This is an optimization exercise on Yosys and OpenROAD, whose aim is small area, a short achievable clock period and few clock cycles per item, not a production implementation.

==> build 17: inputs <==
// modular_exponentiation_core
module modular_exponentiation_core
(
	input logic clk,
	input logic arst_n,
	input logic cfg_valid,
	output logic cfg_ready,
	input logic [mexp_pkg::FIELD_W-1:0] cfg_modulus,
	input logic req_valid,
	output logic req_ready,
	input logic [mexp_pkg::FIELD_W-1:0] req_message,
	input logic [mexp_pkg::FIELD_W-1:0] req_exponent,
	output logic rsp_valid,
	input logic rsp_ready,
	output logic [mexp_pkg::FIELD_W-1:0] rsp_power_mod
);
clock: 8.0 ns
lec_check: 0
cap_margin: 20
core_margin: 2
core_utilization: 40
setup_slack_margin: 5
slew_margin: 20
run.sh (not shown) runs the stock make flow with config.mk's settings and CLKGATE_MAP_FILE= SYNTH_SCRIPT=/design/flow/synth_recipe.tcl, a recipe that flattens the netlist after the stock synthesis.
==> inputs of build 73, as changes to build 17 <==
--- a/flow/design.v
+++ b/flow/design.v
@@ -6,51 +6,49 @@
 	localparam int TOP_W = 7;
 endpackage
 module mexp_lane
 (
 	input logic [mexp_pkg::TOP_W-1:0] h,
+	input logic e,
 	input logic [mexp_pkg::LOW_W-1:0] ls,
 	input logic [mexp_pkg::LOW_W-1:0] lc,
 	input logic b,
 	input logic [mexp_pkg::RES_W-1:0] a,
 	input logic [mexp_pkg::OPERAND_WIDTH-1:0] m,
 	input logic q_force,
 	input logic q_add,
 	output logic [mexp_pkg::TOP_W-1:0] h_next,
+	output logic e_next,
 	output logic [mexp_pkg::LOW_W-1:0] ls_next,
 	output logic [mexp_pkg::LOW_W-1:0] lc_next
 );
 	localparam int L = mexp_pkg::LOW_W;
 	localparam int HW = mexp_pkg::TOP_W;
 	localparam int RW = mexp_pkg::RES_W;
+	localparam int N = mexp_pkg::OPERAND_WIDTH;
 	logic [HW-1:0] bah, te;
+	logic [HW-2:0] te_hi;
 	logic [L-1:0] bal;
-	logic pos, mag1, mag2;
+	logic pos, neg, p2, n2, mag1, mag2;
 	always_comb begin
 		bah = b ? {{(HW-(RW-L)){a[RW-1]}}, a[RW-1:L]} : '0;
 		bal = b ? a[L-1:0] : '0;
-		te = {h[HW-2:0], 1'b0} + bah;
+		te_hi = h[HW-2:0] + bah[HW-1:1] + {{(HW-2){1'b0}}, e};
+		te = {te_hi, bah[0]};
 	end
 	always_comb begin
-		pos = 1'b0;
-		mag1 = 1'b0;
-		mag2 = 1'b0;
+		pos = !te[6] && (te[5] || te[4] || te[3] || te[2]);
+		p2 = !te[6] && (te[5] || te[4] || (!m[30] && te[3] && te[2]));
+		neg = te[6] && !(te[5] && te[4] && te[3] && te[2]);
+		n2 = te[6] && !(te[5] && (te[4] || (m[30] && te[3])));
 		if (q_force) begin
+			pos = 1'b0;
 			mag1 = q_add;
-		end else if ($signed(te) >= 4) begin
-			pos = 1'b1;
-			if ($signed(te) >= (m[30] ? 16 : 12)) begin
-				mag2 = 1'b1;
-			end else begin
-				mag1 = 1'b1;
-			end
-		end else if ($signed(te) <= -5) begin
-			if ($signed(te) <= (m[30] ? -21 : -17)) begin
-				mag2 = 1'b1;
-			end else begin
-				mag1 = 1'b1;
-			end
+			mag2 = 1'b0;
+		end else begin
+			mag1 = (pos && !p2) || (neg && !n2);
+			mag2 = p2 || n2;
 		end
 	end
 	logic [L-1:0] x, y, s1, c1f, c1, qml, s2, c2f;
 	logic c1_out;
 	always_comb begin
@@ -64,33 +62,29 @@
 		qml = qml ^ {L{pos}};
 		s2 = s1 ^ c1 ^ qml;
 		c2f = (s1 & c1) | (s1 & qml) | (c1 & qml);
 		ls_next = s2;
 		lc_next = {c2f[L-2:0], pos};
+		e_next = c2f[L-1];
 	end
-	logic [HW-1:0] base, k1, k2, h0, hm1, hm2, hp1, hp2;
-	logic s1t, c1t;
+	logic [1:0] sl;
+	logic [HW-1:0] base, k1, k2;
+	logic [HW-1:0] h0, hm1, hm2, hp1, hp2;
 	always_comb begin
-		s1t = s1[L-1];
-		c1t = c1[L-1];
-		base = te + {{(HW-1){1'b0}}, ls[L-1]} + {{(HW-1){1'b0}}, lc[L-1]} + {{(HW-1){1'b0}}, c1_out};
-		k1 = {{(HW-(mexp_pkg::OPERAND_WIDTH-L)){1'b0}}, m[mexp_pkg::OPERAND_WIDTH-1:L]};
-		k2 = {{(HW-(mexp_pkg::OPERAND_WIDTH-L+1)){1'b0}}, m[mexp_pkg::OPERAND_WIDTH-1:L-1]};
-		h0 = base + {{(HW-1){1'b0}}, s1t & c1t};
-		hm1 = base + k1 + {{(HW-1){1'b0}}, (s1t & c1t) | (s1t & m[L-1]) | (c1t & m[L-1])};
-		hm2 = base + k2 + {{(HW-1){1'b0}}, (s1t & c1t) | (s1t & m[L-2]) | (c1t & m[L-2])};
-		hp1 = base + ~k1 + {{(HW-1){1'b0}}, (s1t & c1t) | (s1t & !m[L-1]) | (c1t & !m[L-1])};
-		hp2 = base + ~k2 + {{(HW-1){1'b0}}, (s1t & c1t) | (s1t & !m[L-2]) | (c1t & !m[L-2])};
-		if (pos) begin
-			h_next = mag2 ? hp2 : hp1;
-		end else if (mag2) begin
-			h_next = hm2;
-		end else if (mag1) begin
-			h_next = hm1;
-		end else begin
-			h_next = h0;
-		end
+		sl[0] = ls[L-1] ^ lc[L-1] ^ c1_out;
+		sl[1] = (ls[L-1] & lc[L-1]) | (ls[L-1] & c1_out) | (lc[L-1] & c1_out);
+		base = te + {{(HW-2){1'b0}}, sl};
+		k1 = {{(HW-(N-L)){1'b0}}, m[N-1:L]};
+		k2 = {{(HW-(N-L+1)){1'b0}}, m[N-1:L-1]};
+		h0 = base;
+		hm1 = base + k1;
+		hm2 = base + k2;
+		hp1 = base + ~k1;
+		hp2 = base + ~k2;
+		h_next = (hp2 & {HW{pos && mag2}}) | (hp1 & {HW{pos && !mag2}})
+			| (hm2 & {HW{!pos && mag2}}) | (hm1 & {HW{!pos && mag1}})
+			| (h0 & {HW{!mag1 && !mag2}});
 	end
 endmodule
 module modular_exponentiation_core
 (
 	input logic clk,
@@ -139,35 +133,59 @@
 	logic [4:0] k_q;
 	logic [RW-1:0] ac_q;
 	logic [RW-1:0] x_q;
 	logic [N:0] e_q;      
 	logic [HW-1:0] h_q;
+	logic hc_q;    
 	logic [L-1:0] ls_q, lc_q;
 	logic [4:0] cnt_q;
 	logic b_q;
 	logic step_b;
 	logic q_force;
 	logic [HW-1:0] h_step;
+	logic e_step;
 	logic [L-1:0] ls_step, lc_step;
 	logic [RW-1:0] v;
-	logic cin;
 	logic init;
 	logic init_neg;
 	mexp_lane u_lane (
 		.h (h_q),
+		.e (hc_q),
 		.ls (ls_q),
 		.lc (lc_q),
 		.b (step_b),
 		.a (ac_q),
 		.m (m_q),
 		.q_force (q_force),
 		.q_add (ac_q[RW-1]),
 		.h_next (h_step),
+		.e_next (e_step),
 		.ls_next (ls_step),
 		.lc_next (lc_step)
 	);
-	assign v = {h_q[RW-L-1:0], ls_q} + {{(RW-L){1'b0}}, lc_q} + {{(RW-1){1'b0}}, cin};
+	function automatic logic [RW-1:0] add_bk(input logic [RW-1:0] x1, input logic [RW-1:0] x2);
+		logic [RW-1:0] g, p, gg, pp, c;
+		g = x1 & x2;
+		p = x1 ^ x2;
+		gg = g;
+		pp = p;
+		for (int d = 1; d < RW; d = d * 2) begin
+			for (int i = 2 * d - 1; i < RW; i = i + 2 * d) begin
+				gg[i] = gg[i] | (pp[i] & gg[i-d]);
+				pp[i] = pp[i] & pp[i-d];
+			end
+		end
+		for (int d = 16; d >= 1; d = d / 2) begin
+			for (int i = 3 * d - 1; i < RW; i = i + 2 * d) begin
+				gg[i] = gg[i] | (pp[i] & gg[i-d]);
+				pp[i] = pp[i] & pp[i-d];
+			end
+		end
+		c = {gg[RW-2:0], 1'b0};
+		add_bk = p ^ c;
+	endfunction
+	assign v = add_bk({h_q[RW-L-1:0], ls_q}, {{(RW-L-1){1'b0}}, hc_q, lc_q});
 	logic e_top, e_rest_zero, e_last;
 	assign e_top = e_q[N];
 	assign e_rest_zero = e_q[N-1:0] == '0;
 	assign e_last = e_q[N-1] && (e_q[N-2:0] == '0);
 	logic m_zero;
@@ -181,11 +199,10 @@
 	assign bit_next = sq_q ? ac_lo[cnt_dec] : x_lo[cnt_dec];
 	logic step_q, qf_q;
 	assign init = !step_q;
 	assign step_b = b_q;
 	assign q_force = qf_q;
-	assign cin = state_q == S_ONE;
 	always_comb begin
 		state_d = state_q;
 		ready_d = 1'b0;
 		rsp_valid_d = rsp_valid_q && !rsp_ready;
 		case (state_q)
@@ -345,14 +362,16 @@
 		end else if (state_q == S_CMUL && !(sq_q && e_top)) begin
 			e_q <= e_q << 1;
 		end
 		if (init) begin
 			h_q <= init_neg ? ~{{(HW-(RW-L)){v[RW-1]}}, v[RW-1:L]} : '0;
+			hc_q <= 1'b0;
 			ls_q <= init_neg ? ~v[L-1:0] : '0;
-			lc_q <= {{(L-1){1'b0}}, init_neg};
+			lc_q <= {{(L-1){1'b0}}, init_neg || state_n == S_ONE};
 		end else begin
 			h_q <= h_step;
+			hc_q <= e_step;
 			ls_q <= ls_step;
 			lc_q <= lc_step;
 		end
 		if (state_q == S_SQR || state_q == S_MUL || state_q == S_DBL || state_q == S_SHR) begin
 			cnt_q <= cnt_dec;
- PLACE_DENSITY: default -> 0.75
- SETUP_SLACK_MARGIN: 5 -> 4.2
==> qor.yml <==
status: "no timing/DRC/antenna violations"
die_w_um: 197.1
drt_first_pass_iters: 5
stdcell_count: 2305
intPower_w: 0.005541
timing.final.ws_setup_ns: 3.831
via_count: 12620
slowest_delay_ns: 0.57
netlist_instances: 1646
clk_share_pct: 4.428
rrSetupSlack_ns: 3.83
(the above is from build 17)
==> qor.yml <==
intPower_w: 0.004990
clk_share_pct: 4.176
slowest_delay_ns: 0.58
rrSetupSlack_ns: 3.97
status: "no timing/DRC/antenna violations"
timing.final.ws_setup_ns: 3.968
netlist_instances: 1544
(the above is from build 73)
No functional check of the RTL was part of any run of this note.

* * *

==> 01-25 <==
Another version of the RTL of modular_exponentiation_core (not shown whole).
==> flow/config.mk <==
export PLATFORM = sky130hd
export DESIGN_NAME = modular_exponentiation_core
export DESIGN_NICKNAME = modular_exponentiation_core
export VERILOG_FILES = /design/flow/design.v
export SDC_FILE = /design/flow/constraint.sdc
export NUM_CORES = 4
export LEC_CHECK = 0
export CAP_MARGIN = 20
export CORE_MARGIN = 2
export CORE_UTILIZATION = 40
export SETUP_SLACK_MARGIN = 4.5
export SLEW_MARGIN = 20
==> flow/constraint.sdc <==
create_clock -name core_clock -period 8.0 [get_ports {clk}]
set_input_delay 1.6000 -clock core_clock [delete_from_list [all_inputs] [get_ports {clk}]]
set_output_delay 1.6000 -clock core_clock [all_outputs]
set_load 0.01 [all_outputs]
==> 09-21: changes against 01-25 <==
--- a/flow/design.v
+++ b/flow/design.v
@@ -131,32 +131,32 @@
 	logic [RW-1:0] x_q;     
 	logic [N:0] e_q;        
 	logic [4:0] cnt_q;
 	logic b_q;              
 	logic bn_q;             
 	logic [TW-1:0] te_q, te_step;
 	logic [1:0] p_q, p_step;
 	logic [L-1:0] ls_q, lc_q, ls_step, lc_step;
-	logic [TW-1:0] cm1_q, cm2_q, cp1_q, cp2_q, c0;
+	logic [TW-1:0] cm1, cm2, cp1, cp2, c0;
 	logic init_q, qf_q;
 	logic [TW-1:0] ah;
 	assign ah = {{(TW-AW){ac_q[RW-1]}}, ac_q[RW-1:L]};
 	assign c0 = bn_q ? ah : '0;
 	mexp_lane u_lane (
 		.te (te_q),
 		.p (p_q),
 		.ls (ls_q),
 		.lc (lc_q),
 		.b (b_q),
 		.c0 (c0),
-		.cm1 (cm1_q),
-		.cm2 (cm2_q),
-		.cp1 (cp1_q),
-		.cp2 (cp2_q),
+		.cm1 (cm1),
+		.cm2 (cm2),
+		.cp1 (cp1),
+		.cp2 (cp2),
 		.a_low (ac_q[L-1:0]),
 		.m (m_q),
 		.q_force (qf_q),
 		.q_add (ac_q[RW-1]),
 		.te_next (te_step),
 		.p_next (p_step),
 		.ls_next (ls_step),
 		.lc_next (lc_step)
@@ -325,31 +325,27 @@
 			S_RED, S_FIX: i_b1 = 1'b1;
 			default: ;
 		endcase
 		i_one = nxt_q == S_ONE;
 		i_h = i_neg ? ~ah : '0;
 		i_te = {i_h[TW-2:0], 1'b0} + (i_b1 ? ah : '0);
 	end
 	logic [TW-1:0] k1, k2, cs_m1, cs_m2, cs_p1, cs_p2;
-	logic cbit;
 	always_comb begin
 		k1 = {{(TW-(N-L)){1'b0}}, m_q[N-1:L]};
 		k2 = {{(TW-(N-L+1)){1'b0}}, m_q[N-1:L-1]};
 		cs_m1 = {k1[TW-2:0], 1'b0} + ah;
 		cs_m2 = {k2[TW-2:0], 1'b0} + ah;
 		cs_p1 = {~k1[TW-2:0], 1'b0} + ah;
 		cs_p2 = {~k2[TW-2:0], 1'b0} + ah;
-		if (state_q == S_INIT) begin
-			cbit = i_b2;
-		end else if (state_q == S_SQR || state_q == S_MUL) begin
-			cbit = bit_nn;
-		end else begin
-			cbit = 1'b0;
-		end
+		cm1 = (cs_m1 & {TW{bn_q}}) | ({k1[TW-2:0], 1'b0} & {TW{!bn_q}});
+		cm2 = (cs_m2 & {TW{bn_q}}) | ({k2[TW-2:0], 1'b0} & {TW{!bn_q}});
+		cp1 = (cs_p1 & {TW{bn_q}}) | ({~k1[TW-2:0], 1'b0} & {TW{!bn_q}});
+		cp2 = (cs_p2 & {TW{bn_q}}) | ({~k2[TW-2:0], 1'b0} & {TW{!bn_q}});
 	end
 	always_ff @(posedge clk or negedge arst_n) begin
 		if (!arst_n) begin
 			state_q <= S_IDLE;
 			ready_q <= 1'b0;
 			rsp_valid_q <= 1'b0;
 			cfg_ready_q <= 1'b0;
 			m_def_q <= 1'b1;
@@ -410,20 +406,16 @@
 			ls_q <= i_neg ? ~ac_q[L-1:0] : '0;
 			lc_q <= {{(L-1){1'b0}}, i_neg || i_one};
 		end else begin
 			te_q <= te_step;
 			p_q <= p_step;
 			ls_q <= ls_step;
 			lc_q <= lc_step;
 		end
-		cm1_q <= (cs_m1 & {TW{cbit}}) | ({k1[TW-2:0], 1'b0} & {TW{!cbit}});
-		cm2_q <= (cs_m2 & {TW{cbit}}) | ({k2[TW-2:0], 1'b0} & {TW{!cbit}});
-		cp1_q <= (cs_p1 & {TW{cbit}}) | ({~k1[TW-2:0], 1'b0} & {TW{!cbit}});
-		cp2_q <= (cs_p2 & {TW{cbit}}) | ({~k2[TW-2:0], 1'b0} & {TW{!cbit}});
 		if (state_q == S_SQR || state_q == S_MUL || state_q == S_DBL || state_q == S_SHR) begin
 			cnt_q <= cnt_dec;
 		end else if (state_q == S_FIX || state_q == S_CFIX) begin
 			cnt_q <= k_q;
 		end else begin
 			cnt_q <= 5'd31;
 		end
 		init_q <= state_n == S_INIT;
SETUP_SLACK_MARGIN = 4.3   (was 4.5)
==> summary.md <==
| Metric | Value |
|---|---|
| Synth Cell Area | `17,100 um2` |
| WP buf/inv | `2` |
| XOR/XNOR share of the synthesized area | `4.30%` |
| Hold path cells | `1` |
| Vias in the first global route | `13,858` |
| Switching Fraction | `45.1%` |
| Post-route setup slack | `4570 ps` |
| HP Start | `ac_q[19]$_DFFE_PP_` |
| Run status | `no timing/DRC/antenna violations` |
| Fraction of area in multi-input gates | `47.9%` |
| CTS buffer count | `30` |
| Layout cells sized above 1 | `8.18%` |
| Placement Setup Slack | `4250 ps` |
| Initial antenna violation count | `1` |
(the above is from 01-25)
==> summary.md <==
| Metric | Value |
|---|---|
| Run status | `no timing/DRC/antenna violations` |
| Placement Setup Slack | `4200 ps` |
| WP buf/inv | `0` |
| Fraction of area in multi-input gates | `50.8%` |
| Initial antenna violation count | `2` |
| Synth Cell Area | `17,000 um2` |
| XOR/XNOR share of the synthesized area | `3.49%` |
| Vias in the first global route | `14,112` |
| HP Start | `e_q[0]$_SDFFE_PP1P_` |
| Top flop regs | `ac_q: 33 flops, e_q: 33 flops, x_q: 33 flops` |
| Switching Fraction | `46.0%` |
| Hold path cells | `2` |
(the above is from 09-21)
No functional check of the RTL was part of any run of this note.

==> separate check: timing with driven ports <==
In the flow no input, the clock included, has a driving cell. The finished layouts below were timed again as built, in two steps.
Step 1 (the two cells are an assumption about what drives the block):
set clk [get_ports {clk}]
set_driving_cell -lib_cell sky130_fd_sc_hd__clkbuf_16 $clk
set_driving_cell -lib_cell sky130_fd_sc_hd__buf_2 [delete_from_list [all_inputs] $clk]
Step 2 times the ports against the registers' clock, not the clock port: input delays grow and output delays shrink by t, the midpoint of the rising clock arrivals with the driver on.
a / b / c = no drivers / after step 1 / after step 2; a / b = the first two.
run | t, ns | slack for setup (ns) | worst data-port slew with drivers (ns)
build 17 | 0.592 | 3.831 / 3.831 / 3.831 | 0.05
build 73 | 0.580 | 3.968 / 3.968 / 3.968 | 0.05
01-25 | 0.627 | 4.568 / 4.512 / 4.620 | 0.07
09-21 | 0.621 | 4.400 / 4.400 / 4.400 | 0.05
After both steps setup and hold are still met in every run listed.
